Background: an optimization exercise with open tools, aiming at small area and a short achievable clock period. Do not read the settings as production practice.
RTL that was checked went through simulation tests only; none was proved equivalent to the original.
Power and IR drop assume default switching activity.

==> trial 92 <==
==> flow/design.v (excerpt) <==
module pipelined_fpu (
    input  wire logic                      clk,
    input  wire logic                      reset,
    input  wire logic                      start,
    input  wire logic [1:0]                op,         
    input  wire logic [31:0]               a,
    input  wire logic [31:0]               b,
    output logic                           done,
    output logic [31:0]                    result
);
    logic        sa, sb, sbe, sub0;
    logic [7:0]  ea, eb;
    logic [22:0] fa, fb, fa0, fb0;
    logic        az, bz, aff, bff, anan, bnan, ainf, binf;
    logic        is_mul;
    logic        swapf, ge, sela;
    logic [7:0]  dab, dba, d0;
    logic [8:0]  e0;
    logic [22:0] big0;
    logic [23:0] small0;
    logic [34:0] f0;
    logic [10:0] neg0;
    logic [11:0] one0, two0;
    logic        spff0, spzero0, q0, nanp0, spsign0;
    fp_less #(.W(31)) u_cmp (.x(a[30:0]), .y(b[30:0]), .lt(swapf));   
    fp_booth_enc u_enc (.y(fb0), .neg(neg0), .one(one0), .two(two0));
    always_comb begin
        sa  = a[31];
        sb  = b[31];
        ea  = a[30:23];
  ...
==> flow/config.mk <==
export PLATFORM = sky130hd
export DESIGN_NAME = pipelined_fpu
export DESIGN_NICKNAME = pipelined_fpu
export VERILOG_FILES = /design/flow/design.v
export SDC_FILE = /design/flow/constraint.sdc
export NUM_CORES = 4
export LEC_CHECK = 0
export ABC_AREA = 1
export CAP_MARGIN = 20
export CORE_MARGIN = 2
export CORE_UTILIZATION = 40
export CTS_CLUSTER_DIAMETER = 110
export CTS_CLUSTER_SIZE = 24
export SETUP_SLACK_MARGIN = 5
export SLEW_MARGIN = 20
==> flow/constraint.sdc <==
create_clock -name core_clock -period 10.0 [get_ports {clk}]
set_input_delay 2.0000 -clock core_clock [delete_from_list [all_inputs] [get_ports {clk}]]
set_output_delay 2.0000 -clock core_clock [all_outputs]
set_load 0.01 [all_outputs]
standard.sh (not shown) runs the stock make flow with config.mk's settings and CLKGATE_MAP_FILE= SYNTH_SCRIPT=/design/flow/synth_recipe.tcl, a recipe that flattens the netlist after the stock synthesis.
==> flow/flow/run.sh <==
#!/bin/bash
# The standard layout (the standard.sh, unchanged synthesis), except that
# the port buffers are plain buf_1 cells, which the flow's repair steps may
# resize, instead of the delay cell buffer_ports picks by default.
export BUFFER_PORTS_ARGS="-buffer_cell sky130_fd_sc_hd__buf_1"
bash standard.sh > standard.log 2>&1
==> inputs of build 77, as changes to trial 92 <==
--- a/flow/design.v
+++ b/flow/design.v
@@ -45,11 +45,11 @@
     always_comb begin
         g[0][0] = cin;
         p[0][0] = 1'b0;
         for (int i = 0; i < W; i++) begin
             g[0][i+1] = x[i] & y[i];
-            p[0][i+1] = x[i] ^ y[i];
+            p[0][i+1] = x[i] | y[i];
             hp[i]     = x[i] ^ y[i];
         end
         for (int l = 1; l <= L; l++) begin
             for (int i = 0; i <= W; i++) begin
                 if (i >= (1 << (l - 1))) begin
@@ -1012,20 +1012,21 @@
     logic        sa, sb, sbe, sub0;
     logic [7:0]  ea, eb;
     logic [22:0] fa, fb, fa0, fb0;
     logic        az, bz, aff, bff, anan, bnan, ainf, binf;
     logic        is_mul;
-    logic        swapf, ge, sela;
+    logic        swapf, elt, ge, sela, rev0;
     logic [7:0]  dab, dba, d0;
     logic [8:0]  e0;
     logic [22:0] big0;
     logic [23:0] small0;
     logic [34:0] f0;
     logic [10:0] neg0;
     logic [11:0] one0, two0;
     logic        spff0, spzero0, q0, nanp0, spsign0;
     fp_less #(.W(31)) u_cmp (.x(a[30:0]), .y(b[30:0]), .lt(swapf));   
+    fp_less #(.W(8), .L(3)) u_ecmp (.x(a[30:23]), .y(b[30:23]), .lt(elt));
     fp_booth_enc u_enc (.y(fb0), .neg(neg0), .one(one0), .two(two0));
     always_comb begin
         sa  = a[31];
         sb  = b[31];
         ea  = a[30:23];
@@ -1045,14 +1046,15 @@
         sub0   = sa ^ sbe;
         fa0    = az ? 23'd0 : fa;                    
         fb0    = bz ? 23'd0 : fb;
         dab  = ea - eb;
         dba  = eb - ea;
-        ge   = ~swapf;                               
+        ge   = ~elt;
         d0   = ge ? dab : dba;
         e0   = is_mul ? ({1'b0, ea} + {1'b0, eb}) : {1'b0, ge ? ea : eb};
-        sela   = anan | (~bnan & (is_mul | ~swapf));
+        rev0 = swapf & ge & sub0;
+        sela   = anan | (~bnan & (is_mul | ge));
         big0   = sela ? fa0 : fb0;
         small0 = sela ? {~bz, fb0} : {~az, fa0};
         f0     = is_mul ? {neg0, one0, two0} : {11'd0, small0};
         spff0   = 1'b0;
         spzero0 = 1'b0;
@@ -1088,11 +1090,11 @@
             end else if (az & bz) begin
                 spzero0 = 1'b1; spsign0 = sa & sbe;
             end
         end
     end
-    logic        v1, mul1, sub1, spff1, spzero1, q1, nanp1, spsign1, sa1, sbe1, swapf1;
+    logic        v1, mul1, sub1, spff1, spzero1, q1, nanp1, spsign1, sa1, sbe1, swapf1, rev1;
     logic [22:0] big1;
     logic [34:0] f1;
     logic [7:0]  d1;
     logic [8:0]  e1;
     always_ff @(posedge clk) begin
@@ -1108,10 +1110,11 @@
         nanp1   <= nanp0;
         spsign1 <= spsign0;
         sa1     <= sa;
         sbe1    <= sbe;
         swapf1  <= swapf;
+        rev1    <= rev0;
         big1    <= big0;
         f1      <= f0;
         d1      <= d0;
         e1      <= e0;
     end
@@ -1121,16 +1124,16 @@
     logic [9:0]   e1x;
     fp_mul_csa u_mul (.x(big1), .neg(f1[34:24]), .one(f1[23:12]), .two(f1[11:0]),
                       .ps(ps), .pc(pc), .pcin(pcin));
     logic [23:0] smallf;
     logic [24:0] bwin, awin;
-    logic [22:0] smask;
+    logic [23:0] smask;
     logic        sticky;
     logic [24:0] addsum;
     logic        addco;
     logic [25:0] x1;
-    fp_add_ks #(.W(25)) u_add (.x(awin), .y(bwin ^ {25{sub1}}), .cin(sub1 & ~sticky),
+    fp_add_ks #(.W(25)) u_add (.x(awin), .y(bwin ^ {25{sub1}}), .cin(sub1 & ~sticky & ~rev1),
                                .sum(addsum), .cout(addco));
     always_comb begin
         if (spff1 | spzero1)
             sign1 = spsign1;
         else if (mul1)
@@ -1139,17 +1142,14 @@
             sign1 = swapf1 ? sbe1 : sa1;
         e1x = mul1 ? ({1'b0, e1} - 10'd126) : {2'b00, e1[7:0]};
         smallf = f1[23:0];
         awin   = {1'b1, big1, 1'b0};
         bwin   = (d1 >= 8'd25) ? 25'd0 : ({smallf, 1'b0} >> d1[4:0]);
-        for (int i = 0; i < 23; i++)
-            smask[i] = (d1 >= 8'(i + 2));
-        if (d1 > 8'd24)
-            sticky = smallf[23] & (d1 <= 8'd47);
-        else
-            sticky = |(smallf[22:0] & smask[22:0]);
-        x1     = {addco & ~sub1, addsum};
+        for (int i = 0; i < 24; i++)
+            smask[i] = (d1 >= 8'(i + 2)) && (d1 <= 8'(i + 24));
+        sticky = |(smallf & smask);
+        x1     = {addco & ~sub1, addsum ^ {25{rev1}}};
         if (spff1)
             x1 = {4'd0, big1[21:0] & {22{nanp1}}};
     end
     logic        v2, mul2, sign2, spff2, spzero2, q2;
     logic [9:0]  e2;
==> flow/run.sh (new file) <==
#!/bin/bash
# synth_recipe.tcl (not shown) runs the flow's synth.tcl, then flattens the netlist and writes it again
# the make line also repeats each setting of config.mk as NAME=value (left out here)
make -C /OpenROAD-flow-scripts/flow DESIGN_CONFIG=/design/flow/config.mk WORK_HOME=/design/flow/orfs CLKGATE_MAP_FILE= SYNTH_SCRIPT=/design/flow/synth_recipe.tcl finish
Settings changed: CTS_CLUSTER_DIAMETER 110 to default, CTS_CLUSTER_SIZE 24 to default.
removed: flow/flow/run.sh
removed: flow/standard.sh
==> inputs of build 85, as changes to trial 92 <==
--- a/flow/design.v
+++ b/flow/design.v
@@ -45,11 +45,11 @@
     always_comb begin
         g[0][0] = cin;
         p[0][0] = 1'b0;
         for (int i = 0; i < W; i++) begin
             g[0][i+1] = x[i] & y[i];
-            p[0][i+1] = x[i] ^ y[i];
+            p[0][i+1] = x[i] | y[i];
             hp[i]     = x[i] ^ y[i];
         end
         for (int l = 1; l <= L; l++) begin
             for (int i = 0; i <= W; i++) begin
                 if (i >= (1 << (l - 1))) begin
@@ -1012,20 +1012,21 @@
     logic        sa, sb, sbe, sub0;
     logic [7:0]  ea, eb;
     logic [22:0] fa, fb, fa0, fb0;
     logic        az, bz, aff, bff, anan, bnan, ainf, binf;
     logic        is_mul;
-    logic        swapf, ge, sela;
+    logic        swapf, elt, ge, sela, rev0;
     logic [7:0]  dab, dba, d0;
     logic [8:0]  e0;
     logic [22:0] big0;
-    logic [23:0] small0;
+    logic [21:0] pay0;
     logic [34:0] f0;
     logic [10:0] neg0;
     logic [11:0] one0, two0;
-    logic        spff0, spzero0, q0, nanp0, spsign0;
+    logic        spff0, spzero0, q0, spsign0;
     fp_less #(.W(31)) u_cmp (.x(a[30:0]), .y(b[30:0]), .lt(swapf));   
+    fp_less #(.W(8), .L(3)) u_ecmp (.x(a[30:23]), .y(b[30:23]), .lt(elt));
     fp_booth_enc u_enc (.y(fb0), .neg(neg0), .one(one0), .two(two0));
     always_comb begin
         sa  = a[31];
         sb  = b[31];
         ea  = a[30:23];
@@ -1045,28 +1046,24 @@
         sub0   = sa ^ sbe;
         fa0    = az ? 23'd0 : fa;                    
         fb0    = bz ? 23'd0 : fb;
         dab  = ea - eb;
         dba  = eb - ea;
-        ge   = ~swapf;                               
+        ge   = ~elt;
         d0   = ge ? dab : dba;
         e0   = is_mul ? ({1'b0, ea} + {1'b0, eb}) : {1'b0, ge ? ea : eb};
-        sela   = anan | (~bnan & (is_mul | ~swapf));
-        big0   = sela ? fa0 : fb0;
-        small0 = sela ? {~bz, fb0} : {~az, fa0};
-        f0     = is_mul ? {neg0, one0, two0} : {11'd0, small0};
+        rev0 = swapf & ge & sub0;
         spff0   = 1'b0;
         spzero0 = 1'b0;
         q0      = 1'b0;
-        nanp0   = 1'b0;
         spsign0 = 1'b0;
         if (op == 2'd3) begin
             spzero0 = 1'b1;
         end else if (anan) begin
-            spff0 = 1'b1; spsign0 = sa; q0 = 1'b1; nanp0 = 1'b1;
+            spff0 = 1'b1; spsign0 = sa; q0 = 1'b1;
         end else if (bnan) begin
-            spff0 = 1'b1; spsign0 = sb; q0 = 1'b1; nanp0 = 1'b1;
+            spff0 = 1'b1; spsign0 = sb; q0 = 1'b1;
         end else if (is_mul) begin
             if ((az & binf) | (ainf & bz)) begin
                 spff0 = 1'b1; spsign0 = 1'b1; q0 = 1'b1;
             end else if (ainf | binf) begin
                 spff0 = 1'b1; spsign0 = sa ^ sb;
@@ -1087,12 +1084,17 @@
                 spff0 = 1'b1; spsign0 = sbe;
             end else if (az & bz) begin
                 spzero0 = 1'b1; spsign0 = sa & sbe;
             end
         end
+        sela   = is_mul | ge;
+        big0   = sela ? fa0 : fb0;
+        pay0   = anan ? fa[21:0] : bnan ? fb[21:0] : 22'd0;
+        f0     = spff0 ? {13'd0, pay0} : is_mul ? {neg0, one0, two0}
+                                     : {11'd0, ge ? {~bz, fb0} : {~az, fa0}};
     end
-    logic        v1, mul1, sub1, spff1, spzero1, q1, nanp1, spsign1, sa1, sbe1, swapf1;
+    logic        v1, mul1, sub1, spff1, spzero1, q1, spsign1, sa1, sbe1, swapf1, rev1;
     logic [22:0] big1;
     logic [34:0] f1;
     logic [7:0]  d1;
     logic [8:0]  e1;
     always_ff @(posedge clk) begin
@@ -1103,15 +1105,15 @@
         mul1    <= is_mul;
         sub1    <= sub0;
         spff1   <= spff0;
         spzero1 <= spzero0;
         q1      <= q0;
-        nanp1   <= nanp0;
         spsign1 <= spsign0;
         sa1     <= sa;
         sbe1    <= sbe;
         swapf1  <= swapf;
+        rev1    <= rev0;
         big1    <= big0;
         f1      <= f0;
         d1      <= d0;
         e1      <= e0;
     end
@@ -1121,16 +1123,16 @@
     logic [9:0]   e1x;
     fp_mul_csa u_mul (.x(big1), .neg(f1[34:24]), .one(f1[23:12]), .two(f1[11:0]),
                       .ps(ps), .pc(pc), .pcin(pcin));
     logic [23:0] smallf;
     logic [24:0] bwin, awin;
-    logic [22:0] smask;
+    logic [23:0] smask;
     logic        sticky;
     logic [24:0] addsum;
     logic        addco;
     logic [25:0] x1;
-    fp_add_ks #(.W(25)) u_add (.x(awin), .y(bwin ^ {25{sub1}}), .cin(sub1 & ~sticky),
+    fp_add_ks #(.W(25)) u_add (.x(awin), .y(bwin ^ {25{sub1}}), .cin(sub1 & ~sticky & ~rev1),
                                .sum(addsum), .cout(addco));
     always_comb begin
         if (spff1 | spzero1)
             sign1 = spsign1;
         else if (mul1)
@@ -1139,19 +1141,14 @@
             sign1 = swapf1 ? sbe1 : sa1;
         e1x = mul1 ? ({1'b0, e1} - 10'd126) : {2'b00, e1[7:0]};
         smallf = f1[23:0];
         awin   = {1'b1, big1, 1'b0};
         bwin   = (d1 >= 8'd25) ? 25'd0 : ({smallf, 1'b0} >> d1[4:0]);
-        for (int i = 0; i < 23; i++)
-            smask[i] = (d1 >= 8'(i + 2));
-        if (d1 > 8'd24)
-            sticky = smallf[23] & (d1 <= 8'd47);
-        else
-            sticky = |(smallf[22:0] & smask[22:0]);
-        x1     = {addco & ~sub1, addsum};
-        if (spff1)
-            x1 = {4'd0, big1[21:0] & {22{nanp1}}};
+        for (int i = 0; i < 24; i++)
+            smask[i] = (d1 >= 8'(i + 2)) && (d1 <= 8'(i + 24));
+        sticky = |(smallf & smask);
+        x1     = {addco & ~sub1, addsum ^ {25{rev1}}};
     end
     logic        v2, mul2, sign2, spff2, spzero2, q2;
     logic [9:0]  e2;
     logic [47:14] ps2, pc2;
     logic        pcin2;
@@ -1166,21 +1163,21 @@
         spff2   <= spff1;
         spzero2 <= spzero1;
         q2      <= q1;
         e2      <= e1x;
         ps2     <= ps;
-        pc2     <= pc;
+        pc2     <= spff1 ? {12'd0, f1[21:0]} : pc;      
         pcin2   <= pcin;
         x2      <= x1;
     end
     logic [34:0] prod;
     logic        phi;
     logic [22:0] mfrac, afrac, frac;
     logic [7:0]  mexp, aexp, fexp;
     logic        movf, munf, aovf, aunf, ovf, unf;
     logic [4:0]  lz;
-    logic [25:0] xn;
+    logic [25:0] xn, t16, t8, t4, t2, umask;
     logic        azero;
     logic [31:0] packed_value;
     always_comb begin
         prod  = {ps2, 1'b1} + {pc2, pcin2};
         phi   = prod[34];
@@ -1200,11 +1197,11 @@
         frac = mul2 ? mfrac : afrac;
         fexp = mul2 ? mexp : aexp;
         ovf  = mul2 ? movf : aovf;
         unf  = mul2 ? munf : aunf;
         if (spff2)
-            packed_value = {sign2, 8'hff, q2, x2[21:0]};
+            packed_value = {sign2, 8'hff, q2, pc2[35:14]};
         else if (spzero2 | (~mul2 & azero))
             packed_value = {sign2 & spzero2, 31'd0};
         else if (ovf)
             packed_value = {sign2, 8'hff, 23'd0};
         else if (unf)
Settings changed: CTS_CLUSTER_DIAMETER 110 to default, CTS_CLUSTER_SIZE 24 to default.
==> inputs of build 84, as changes to trial 92 <==
--- a/flow/design.v
+++ b/flow/design.v
@@ -45,11 +45,11 @@
     always_comb begin
         g[0][0] = cin;
         p[0][0] = 1'b0;
         for (int i = 0; i < W; i++) begin
             g[0][i+1] = x[i] & y[i];
-            p[0][i+1] = x[i] ^ y[i];
+            p[0][i+1] = x[i] | y[i];
             hp[i]     = x[i] ^ y[i];
         end
         for (int l = 1; l <= L; l++) begin
             for (int i = 0; i <= W; i++) begin
                 if (i >= (1 << (l - 1))) begin
@@ -1012,20 +1012,21 @@
     logic        sa, sb, sbe, sub0;
     logic [7:0]  ea, eb;
     logic [22:0] fa, fb, fa0, fb0;
     logic        az, bz, aff, bff, anan, bnan, ainf, binf;
     logic        is_mul;
-    logic        swapf, ge, sela;
+    logic        swapf, elt, ge, sela, rev0;
     logic [7:0]  dab, dba, d0;
     logic [8:0]  e0;
     logic [22:0] big0;
     logic [23:0] small0;
     logic [34:0] f0;
     logic [10:0] neg0;
     logic [11:0] one0, two0;
     logic        spff0, spzero0, q0, nanp0, spsign0;
     fp_less #(.W(31)) u_cmp (.x(a[30:0]), .y(b[30:0]), .lt(swapf));   
+    fp_less #(.W(8), .L(3)) u_ecmp (.x(a[30:23]), .y(b[30:23]), .lt(elt));
     fp_booth_enc u_enc (.y(fb0), .neg(neg0), .one(one0), .two(two0));
     always_comb begin
         sa  = a[31];
         sb  = b[31];
         ea  = a[30:23];
@@ -1045,14 +1046,15 @@
         sub0   = sa ^ sbe;
         fa0    = az ? 23'd0 : fa;                    
         fb0    = bz ? 23'd0 : fb;
         dab  = ea - eb;
         dba  = eb - ea;
-        ge   = ~swapf;                               
+        ge   = ~elt;
         d0   = ge ? dab : dba;
         e0   = is_mul ? ({1'b0, ea} + {1'b0, eb}) : {1'b0, ge ? ea : eb};
-        sela   = anan | (~bnan & (is_mul | ~swapf));
+        rev0 = swapf & ge & sub0;
+        sela   = anan | (~bnan & (is_mul | ge));
         big0   = sela ? fa0 : fb0;
         small0 = sela ? {~bz, fb0} : {~az, fa0};
         f0     = is_mul ? {neg0, one0, two0} : {11'd0, small0};
         spff0   = 1'b0;
         spzero0 = 1'b0;
@@ -1088,11 +1090,11 @@
             end else if (az & bz) begin
                 spzero0 = 1'b1; spsign0 = sa & sbe;
             end
         end
     end
-    logic        v1, mul1, sub1, spff1, spzero1, q1, nanp1, spsign1, sa1, sbe1, swapf1;
+    logic        v1, mul1, sub1, spff1, spzero1, q1, nanp1, spsign1, sa1, sbe1, swapf1, rev1;
     logic [22:0] big1;
     logic [34:0] f1;
     logic [7:0]  d1;
     logic [8:0]  e1;
     always_ff @(posedge clk) begin
@@ -1108,10 +1110,11 @@
         nanp1   <= nanp0;
         spsign1 <= spsign0;
         sa1     <= sa;
         sbe1    <= sbe;
         swapf1  <= swapf;
+        rev1    <= rev0;
         big1    <= big0;
         f1      <= f0;
         d1      <= d0;
         e1      <= e0;
     end
@@ -1121,16 +1124,16 @@
     logic [9:0]   e1x;
     fp_mul_csa u_mul (.x(big1), .neg(f1[34:24]), .one(f1[23:12]), .two(f1[11:0]),
                       .ps(ps), .pc(pc), .pcin(pcin));
     logic [23:0] smallf;
     logic [24:0] bwin, awin;
-    logic [22:0] smask;
+    logic [23:0] smask;
     logic        sticky;
     logic [24:0] addsum;
     logic        addco;
     logic [25:0] x1;
-    fp_add_ks #(.W(25)) u_add (.x(awin), .y(bwin ^ {25{sub1}}), .cin(sub1 & ~sticky),
+    fp_add_ks #(.W(25)) u_add (.x(awin), .y(bwin ^ {25{sub1}}), .cin(sub1 & ~sticky & ~rev1),
                                .sum(addsum), .cout(addco));
     always_comb begin
         if (spff1 | spzero1)
             sign1 = spsign1;
         else if (mul1)
@@ -1139,17 +1142,14 @@
             sign1 = swapf1 ? sbe1 : sa1;
         e1x = mul1 ? ({1'b0, e1} - 10'd126) : {2'b00, e1[7:0]};
         smallf = f1[23:0];
         awin   = {1'b1, big1, 1'b0};
         bwin   = (d1 >= 8'd25) ? 25'd0 : ({smallf, 1'b0} >> d1[4:0]);
-        for (int i = 0; i < 23; i++)
-            smask[i] = (d1 >= 8'(i + 2));
-        if (d1 > 8'd24)
-            sticky = smallf[23] & (d1 <= 8'd47);
-        else
-            sticky = |(smallf[22:0] & smask[22:0]);
-        x1     = {addco & ~sub1, addsum};
+        for (int i = 0; i < 24; i++)
+            smask[i] = (d1 >= 8'(i + 2)) && (d1 <= 8'(i + 24));
+        sticky = |(smallf & smask);
+        x1     = {addco & ~sub1, addsum ^ {25{rev1}}};
         if (spff1)
             x1 = {4'd0, big1[21:0] & {22{nanp1}}};
     end
     logic        v2, mul2, sign2, spff2, spzero2, q2;
     logic [9:0]  e2;
==> flow/flow/run.sh (replaced) <==
#!/bin/bash
# The standard layout (the standard.sh) with two changes that do not touch
# the registers or the constraints:
#  - the port buffers are plain buf_1 cells (which the flow's repair steps may
#    resize) instead of the delay cell that buffer_ports picks by default;
#  - Yosys's final ABC mapping (ABC_AREA=1) uses an area-oriented script,
#    without ABC's own buffering and sizing, which the flow's repair steps
#    redo on the placed design.
set -e
cp -r "$FLOW_HOME/scripts" ./orfs_scripts
cp flow/abc_area.script ./orfs_scripts/abc_area.script
export SCRIPTS_DIR="$PWD/orfs_scripts"
export BUFFER_PORTS_ARGS="-buffer_cell sky130_fd_sc_hd__buf_1"
bash standard.sh > standard.log 2>&1
==> flow/flow/abc_area.script (new file) <==
strash
dc2
dch -f
map -a
topo
Settings changed: CTS_CLUSTER_DIAMETER 110 to default, CTS_CLUSTER_SIZE 24 to default.
==> notes <==
- Trial 92 produced a clean layout. Build 77 completed with no timing, DRC or antenna violations. Build 84 ran to the end with no violations. Build 85 finished with timing, DRC and antenna clean.
- The highest worst hold slack belongs to trial 92, the lowest to build 84.
- Of build 77 and trial 92, build 77 has the higher wire length (gap about 5%, measured against trial 92).
- Cell area: trial 92 < build 85 < build 77 < build 84.
- Of build 77 and build 85, build 85 has the higher combinational power (gap 8.9%, measured against build 85).
- Against build 84, the critical path depth of trial 92 is lower by 30.
==> figures <==
|  | build 84 | build 85 | trial 92 | build 77 |
|---|---|---|---|---|
| Mapped Area | 26400 sq um | 28800 sq um | 27300 sq um | 28300 sq um |
| Final RePlAce weighted congestion | 0.972 | 0.964 | 0.994 | 0.990 |
| Number of warnings reported in the yosys synthesis log | 11 | 11 | 8 | 11 |
| Metal-1 WL | 42.0 mm | 46.1 mm | 41.8 mm | 44.2 mm |
| Transition time of the tightest slew-check pin | 1.16 ns | 1.03 ns | 1.06 ns | 1.08 ns |
| Met1 GRT Util | 40.8% | 39.5% | 37.6% | 37.7% |
| Leakage power | 13.0 nW | 14.8 nW | 13.1 nW | 14.3 nW |
| Fin Clk Skew | 0.0182 ns | 0.0434 ns | 0.0355 ns | 0.0131 ns |
| # nets final | 4238 | 4327 | 4119 | 4324 |
| Register Area | 4670 sq um | 4630 sq um | 4620 sq um | 4650 sq um |
| Result of the run | finished clean | finished clean | finished clean | finished clean |
No functional check of the RTL was part of trial 92 and build 85.

## separate check: timing with driven ports
The flow's constraints put no driver on any port. The routed layouts listed below were extracted and timed again, unchanged, in two steps. Step 1 assumes that a clkbuf_16 drives the clock port and a buf_2 every other input. Step 2 moves the port delays by t, midway between the first and last clock arrival at a register: inputs arrive t later, outputs are due t later. That takes back most of the time a late clock gives input paths. a / b / c = ideal / step 1 / step 2; a / b = the first two.
run	t, ns	setup slack, ns	hold WS [ns]	worst slew at a driven data input, ns	cell pins on the clock port's net
trial 92	0.591	5.224 / 5.224 / 4.841	0.344 / 0.344 / 0.344	0.05	1
build 77	0.647	5.228 / 5.240 / 4.620	0.333 / 0.333 / 0.333	0.03	1
build 85	0.665	5.276 / 5.318 / 4.652	0.328 / 0.328 / 0.328	0.06	1
build 84	0.663	2.226 / 2.226 / 2.226	0.327 / 0.327 / 0.327	0.07	1
After both steps setup and hold are still met in every run listed. For build 85, which loses most, drivers alone change the setup slack by +0.042 ns; drivers and shift together by -0.624 ns.
